What follows belongs to an exercise in optimizing a design on an open flow for small area and a short achievable clock period; a production flow would make more cautious choices.
In this exercise RTL edits were held to simulation tests only and were not proved equivalent to the original.
No activity file was given, so power comes from the tool's default toggle rates.

Setup of the baseline:
==> module rename_unit, before the edit <==
module rename_unit (
  input  wire        clk,
  input  wire        rst,
  input  wire        dispatch_i,
  input  wire [4:0]  req_opa_areg_i,
  input  wire [4:0]  req_opb_areg_i,
  input  wire [4:0]  req_dest_areg_i,
  input  wire        req_is_branch_i,
  input  wire        cdb_valid_i,
  input  wire [5:0]  cdb_preg_i,
  input  wire        retire_i,
  input  wire [5:0]  retire_preg_i,
  input  wire        resolve_i,
  input  wire        mispredict_i,
  output logic [5:0] rsp_opa_preg_o,
  output logic       rsp_opa_rdy_o,
  output logic [5:0] rsp_opb_preg_o,
  output logic       rsp_opb_rdy_o,
  output logic [5:0] rsp_dest_preg_o,
  output logic [5:0] rsp_dest_old_preg_o,
  output logic       stall_o
);
  localparam int NT = 64;
  logic [4:0]  areg_q [NT];
  logic [NT-1:0] vld_q;
  logic [NT-1:0] rdy_q;
  logic [NT-1:0] ck_vld_q  [4];
  logic [5:0]    ck_head_q [4];
  logic          ck_lap_q  [4];
  logic [1:0]    ck_rd_q;
  logic [1:0]    ck_wr_q;
  logic [2:0]    ck_cnt_q;
  logic [5:0]  fifo_q [32];
  logic [5:0]  head_q;
  logic        lap_q;      
  logic [5:0]  tail_q;
  logic        rec_q;      
  logic        cap_q;      
  logic [1:0]  cap_e_q;    
  logic dest_real, recover, accept, alloc, push, pop, empty, full;
  assign dest_real = (req_dest_areg_i != 5'd31);
  assign recover   = resolve_i & mispredict_i;
  assign pop       = resolve_i & ~mispredict_i;
  assign empty     = (head_q == tail_q);
  assign full      = ck_cnt_q[2];
  assign stall_o   = rec_q | recover | (dest_real & empty) | (req_is_branch_i & full);
  assign accept    = dispatch_i & ~stall_o;
  assign alloc     = accept & dest_real;
  assign push      = accept & req_is_branch_i;
  logic [5:0] free_tag;
  assign free_tag = lap_q ? fifo_q[head_q[4:0]] : {1'b1, head_q[4:0]};
  logic [NT-1:0] m_a, m_b, m_d, new_dec, cdb_dec, rdy_fwd;
  always_comb begin
    for (int t = 0; t < NT; t++) begin
      if (t == 31) begin
        m_a[t] = (req_opa_areg_i == 5'd31);
        m_b[t] = (req_opb_areg_i == 5'd31);
        m_d[t] = (req_dest_areg_i == 5'd31);
      end else begin
        m_a[t] = vld_q[t] & (areg_q[t] == req_opa_areg_i);
        m_b[t] = vld_q[t] & (areg_q[t] == req_opb_areg_i);
        m_d[t] = vld_q[t] & (areg_q[t] == req_dest_areg_i);
      end
      new_dec[t] = (free_tag == 6'(t));
      cdb_dec[t] = cdb_valid_i & (cdb_preg_i == 6'(t));
      rdy_fwd[t] = (t == 31) ? 1'b1 : (rdy_q[t] | cdb_dec[t]);
    end
  end
  always_comb begin
    rsp_opa_preg_o      = '0;
    rsp_opb_preg_o      = '0;
    rsp_dest_old_preg_o = '0;
    rsp_opa_rdy_o       = 1'b0;
    rsp_opb_rdy_o       = 1'b0;
    for (int t = 0; t < NT; t++) begin
      rsp_opa_preg_o      = rsp_opa_preg_o      | ({6{m_a[t]}} & 6'(t));
      rsp_opb_preg_o      = rsp_opb_preg_o      | ({6{m_b[t]}} & 6'(t));
      rsp_dest_old_preg_o = rsp_dest_old_preg_o | ({6{m_d[t]}} & 6'(t));
      rsp_opa_rdy_o       = rsp_opa_rdy_o | (m_a[t] & rdy_fwd[t]);
      rsp_opb_rdy_o       = rsp_opb_rdy_o | (m_b[t] & rdy_fwd[t]);
    end
  end
  assign rsp_dest_preg_o = dest_real ? free_tag : 6'd31;
  logic [NT-1:0] vld_upd;    
  always_comb begin
    for (int t = 0; t < NT; t++)
      vld_upd[t] = (t == 31) ? 1'b1 : ((vld_q[t] & ~(alloc & m_d[t])) | (alloc & new_dec[t]));
  end
  logic restore;
  assign restore = recover & ~(cap_q & (cap_e_q == ck_rd_q));
  logic [NT-1:0] head_dec;
  always_comb begin
    for (int t = 0; t < NT; t++)
      head_dec[t] = ~empty & new_dec[t];
  end
  always_ff @(posedge clk) begin
    for (int t = 0; t < NT; t++) begin
      if (t != 31) begin
        if (rst) vld_q[t] <= (t < 32);
        else     vld_q[t] <= restore ? ck_vld_q[ck_rd_q][t] : vld_upd[t];
        if (rst && t < 32) rdy_q[t] <= 1'b1;
        else               rdy_q[t] <= rdy_fwd[t] & ~head_dec[t];
      end
    end
  end
  always_ff @(posedge clk) begin
    for (int t = 0; t < NT; t++) begin
      if (t != 31) begin
        if (t < 32 && rst) areg_q[t] <= 5'(t);
        else if (head_dec[t]) areg_q[t] <= req_dest_areg_i;
      end
    end
  end
  logic [5:0] head_nx;
  logic       lap_nx;
  always_comb begin
    head_nx = head_q + 6'(alloc);
    lap_nx  = lap_q | (alloc & (head_q[4:0] == 5'd31));
  end
  always_ff @(posedge clk) begin
    if (rst) begin
      head_q <= 6'd0;
      lap_q  <= 1'b0;
      tail_q <= 6'd32;
    end else begin
      head_q <= recover ? ck_head_q[ck_rd_q] : head_nx;
      lap_q  <= recover ? ck_lap_q[ck_rd_q]  : lap_nx;
      tail_q <= tail_q + 6'(retire_i);
    end
  end
  always_ff @(posedge clk) begin
    for (int i = 0; i < 32; i++)
      if (retire_i && tail_q[4:0] == 5'(i)) fifo_q[i] <= retire_preg_i;
  end
  always_ff @(posedge clk) begin
    for (int e = 0; e < 4; e++) begin
      if (cap_q && cap_e_q == 2'(e))
        ck_vld_q[e]  <= vld_q;
      if (push && ck_wr_q == 2'(e)) begin
        ck_head_q[e] <= head_nx;
        ck_lap_q[e]  <= lap_nx;
      end
    end
  end
  always_ff @(posedge clk) cap_e_q <= ck_wr_q;
  always_ff @(posedge clk) begin
    if (rst) begin
      ck_rd_q  <= 2'd0;
      ck_wr_q  <= 2'd0;
      ck_cnt_q <= 3'd0;
      rec_q    <= 1'b0;
      cap_q    <= 1'b0;
    end else begin
      rec_q <= recover;
      cap_q <= push;
      if (recover) begin
        ck_rd_q  <= ck_wr_q;
        ck_cnt_q <= 3'd0;
      end else begin
        ck_wr_q  <= ck_wr_q + 2'(push);
        ck_rd_q  <= ck_rd_q + 2'(pop);
        ck_cnt_q <= ck_cnt_q + 3'(push) - 3'(pop);
      end
    end
  end
endmodule
Settings: LEC_CHECK=0, CAP_MARGIN=20, CORE_MARGIN=2, CORE_UTILIZATION=40, SETUP_SLACK_MARGIN=3.5, SLEW_MARGIN=20; clock period 8.0 ns.
run.sh (not shown) runs the stock make flow with config.mk's settings and CLKGATE_MAP_FILE= SYNTH_SCRIPT=/design/flow/synth_recipe.tcl, a recipe that flattens the netlist after the stock synthesis.
Input changes introduced in the candidate (baseline for comparison: the baseline):
diff --git a/flow/design.v b/flow/design.v
--- a/flow/design.v
+++ b/flow/design.v
@@ -47,14 +47,12 @@
   logic [2:0]    ck_cnt_q;
   logic [5:0]  fifo_q [32];
   logic [5:0]  head_q;
   logic        lap_q;      
   logic [5:0]  tail_q;
   logic        rec_q;      
-  logic        cap_q;      
-  logic [1:0]  cap_e_q;    
   logic dest_real, recover, accept, alloc, push, pop, empty, full;
   assign dest_real = (req_dest_areg_i != 5'd31);
   assign recover   = resolve_i & mispredict_i;
   assign pop       = resolve_i & ~mispredict_i;
   assign empty     = (head_q == tail_q);
   assign full      = ck_cnt_q[2];
@@ -98,34 +96,30 @@
   assign rsp_dest_preg_o = dest_real ? free_tag : 6'd31;
   logic [NT-1:0] vld_upd;    
   always_comb begin
     for (int t = 0; t < NT; t++)
       vld_upd[t] = (t == 31) ? 1'b1 : ((vld_q[t] & ~(alloc & m_d[t])) | (alloc & new_dec[t]));
   end
-  logic restore;
-  assign restore = recover & ~(cap_q & (cap_e_q == ck_rd_q));
-  logic [NT-1:0] head_dec;
-  always_comb begin
-    for (int t = 0; t < NT; t++)
-      head_dec[t] = ~empty & new_dec[t];
-  end
   always_ff @(posedge clk) begin
     for (int t = 0; t < NT; t++) begin
       if (t != 31) begin
-        if (rst) vld_q[t] <= (t < 32);
-        else     vld_q[t] <= restore ? ck_vld_q[ck_rd_q][t] : vld_upd[t];
-        if (rst && t < 32) rdy_q[t] <= 1'b1;
-        else               rdy_q[t] <= rdy_fwd[t] & ~head_dec[t];
+        if (rst) begin
+          vld_q[t] <= (t < 32);
+          rdy_q[t] <= 1'b1;
+        end else begin
+          vld_q[t] <= recover ? ck_vld_q[ck_rd_q][t] : vld_upd[t];
+          rdy_q[t] <= rdy_fwd[t] & ~(alloc & new_dec[t]);
+        end
       end
     end
   end
   always_ff @(posedge clk) begin
     for (int t = 0; t < NT; t++) begin
       if (t != 31) begin
         if (t < 32 && rst) areg_q[t] <= 5'(t);
-        else if (head_dec[t]) areg_q[t] <= req_dest_areg_i;
+        else if (alloc & new_dec[t]) areg_q[t] <= req_dest_areg_i;
       end
     end
   end
   logic [5:0] head_nx;
   logic       lap_nx;
   always_comb begin
@@ -146,31 +140,27 @@
   always_ff @(posedge clk) begin
     for (int i = 0; i < 32; i++)
       if (retire_i && tail_q[4:0] == 5'(i)) fifo_q[i] <= retire_preg_i;
   end
   always_ff @(posedge clk) begin
     for (int e = 0; e < 4; e++) begin
-      if (cap_q && cap_e_q == 2'(e))
-        ck_vld_q[e]  <= vld_q;
       if (push && ck_wr_q == 2'(e)) begin
+        ck_vld_q[e]  <= vld_upd;
         ck_head_q[e] <= head_nx;
         ck_lap_q[e]  <= lap_nx;
       end
     end
   end
-  always_ff @(posedge clk) cap_e_q <= ck_wr_q;
   always_ff @(posedge clk) begin
     if (rst) begin
       ck_rd_q  <= 2'd0;
       ck_wr_q  <= 2'd0;
       ck_cnt_q <= 3'd0;
       rec_q    <= 1'b0;
-      cap_q    <= 1'b0;
     end else begin
       rec_q <= recover;
-      cap_q <= push;
       if (recover) begin
         ck_rd_q  <= ck_wr_q;
         ck_cnt_q <= 3'd0;
       end else begin
         ck_wr_q  <= ck_wr_q + 2'(push);
         ck_rd_q  <= ck_rd_q + 2'(pop);
## What came out
- Going from the baseline to the candidate, worst setup slack saw an increase; latest clock arrival within the worst-skew pair went down 40 ps; die area -0.35%; clock-cell share of area has remained practically unchanged.
- Relative to the baseline, number of detailed-route iterations in the first pass decreased by 3 in the candidate.
- The candidate has portion of total power attributed to the clock network above what the baseline had.
- When the candidate is measured against the baseline, its netlist area before placement turns out about 0.36% lower.
- A master of the slowest instance on the critical path of sky130_fd_sc_hd__or4_4 is what the candidate shows, while sky130_fd_sc_hd__nor4_1 belongs to the baseline.
- Against the baseline, cell area after layout in the candidate rose slightly.
- Min post-layout net count across the baseline and the candidate: the baseline
- Compared with the baseline, the candidate shows via count higher by 812.


== job 103 ==
Starting RTL as in the previous note.
clock: 8.0 ns
lec_check: 0
cap_margin: 20
core_margin: 2
core_utilization: 55
place_density: 0.75
setup_slack_margin: 3.5
slew_margin: 20
Setup changes, job 103 to job 102
--- a/flow/design.v
+++ b/flow/design.v
@@ -50,8 +50,6 @@
   logic        lap_q;      
   logic [5:0]  tail_q;
   logic        rec_q;      
-  logic        cap_q;      
-  logic [1:0]  cap_e_q;    
   logic dest_real, recover, accept, alloc, push, pop, empty, full;
   assign dest_real = (req_dest_areg_i != 5'd31);
   assign recover   = resolve_i & mispredict_i;
@@ -101,20 +99,16 @@
     for (int t = 0; t < NT; t++)
       vld_upd[t] = (t == 31) ? 1'b1 : ((vld_q[t] & ~(alloc & m_d[t])) | (alloc & new_dec[t]));
   end
-  logic restore;
-  assign restore = recover & ~(cap_q & (cap_e_q == ck_rd_q));
-  logic [NT-1:0] head_dec;
-  always_comb begin
-    for (int t = 0; t < NT; t++)
-      head_dec[t] = ~empty & new_dec[t];
-  end
   always_ff @(posedge clk) begin
     for (int t = 0; t < NT; t++) begin
       if (t != 31) begin
-        if (rst) vld_q[t] <= (t < 32);
-        else     vld_q[t] <= restore ? ck_vld_q[ck_rd_q][t] : vld_upd[t];
-        if (rst && t < 32) rdy_q[t] <= 1'b1;
-        else               rdy_q[t] <= rdy_fwd[t] & ~head_dec[t];
+        if (rst) begin
+          vld_q[t] <= (t < 32);
+          rdy_q[t] <= 1'b1;
+        end else begin
+          vld_q[t] <= recover ? ck_vld_q[ck_rd_q][t] : vld_upd[t];
+          rdy_q[t] <= rdy_fwd[t] & ~(alloc & new_dec[t]);
+        end
       end
     end
   end
@@ -122,7 +116,7 @@
     for (int t = 0; t < NT; t++) begin
       if (t != 31) begin
         if (t < 32 && rst) areg_q[t] <= 5'(t);
-        else if (head_dec[t]) areg_q[t] <= req_dest_areg_i;
+        else if (alloc & new_dec[t]) areg_q[t] <= req_dest_areg_i;
       end
     end
   end
@@ -149,25 +143,21 @@
   end
   always_ff @(posedge clk) begin
     for (int e = 0; e < 4; e++) begin
-      if (cap_q && cap_e_q == 2'(e))
-        ck_vld_q[e]  <= vld_q;
       if (push && ck_wr_q == 2'(e)) begin
+        ck_vld_q[e]  <= vld_upd;
         ck_head_q[e] <= head_nx;
         ck_lap_q[e]  <= lap_nx;
       end
     end
   end
-  always_ff @(posedge clk) cap_e_q <= ck_wr_q;
   always_ff @(posedge clk) begin
     if (rst) begin
       ck_rd_q  <= 2'd0;
       ck_wr_q  <= 2'd0;
       ck_cnt_q <= 3'd0;
       rec_q    <= 1'b0;
-      cap_q    <= 1'b0;
     end else begin
       rec_q <= recover;
-      cap_q <= push;
       if (recover) begin
         ck_rd_q  <= ck_wr_q;
         ck_cnt_q <= 3'd0;
## What came out
- Across job 103 and job 102, the outcome is the same: a clean finish for every run.
- Going from job 103 to job 102, routed wire length shrinks by 3800 um.
- Area of all placed cells without fillers improves in job 102 relative to job 103.
- Job 102 vs job 103, biggest fanout along the worst timing path went down by 1.
- Count of plain and timing-repair buffers of job 102 falls short of that of job 103 slightly.
- Lower clock power goes to job 102 over job 103.
- The final reports for job 102 and job 103 show post-synthesis sequential element count lower in the former.
- [job 102 vs job 103] met3 global-route usage: higher in job 102
- Worst hold slack: job 102 vs job 103 up 0.072 ns
- Number of non-filler instances in the completed layout of job 102 is on par with job 103.

[afterwards: timing with drivers on the ports]
No port has a modelled driver above. Below, the same layouts with a new extraction and two added sets of constraints.
Step 1 assumes that a clkbuf_16 drives the clock port and a buf_2 every other input.
Step 2 also shifts input and output timing later by t, the mid clock arrival at the registers, as if the neighbouring blocks saw the same clock.
a / b / c = no drivers / after step 1 / after step 2; a / b = the first two.
run	t (ns)	setup WS [ns]	hold slack, ns	worst slew at a driven data input, ns	cell pins on the clock port's net
the baseline	0.817	2.320 / 1.943 / 1.943	0.445 / 0.445 / 0.445	0.55	1
the candidate	0.798	2.389 / 2.011 / 2.011	0.520 / 0.520 / 0.520	0.48	1
job 103	0.794	2.253 / 1.961 / 1.961	0.457 / 0.457 / 0.457	0.36	1
job 102	0.788	2.273 / 1.859 / 1.859	0.529 / 0.529 / 0.529	0.45	1
After both steps setup and hold are still met in every run listed. The setup slack of job 102, which loses most, moves by -0.414 ns with the drivers and by -0.414 ns with both steps.
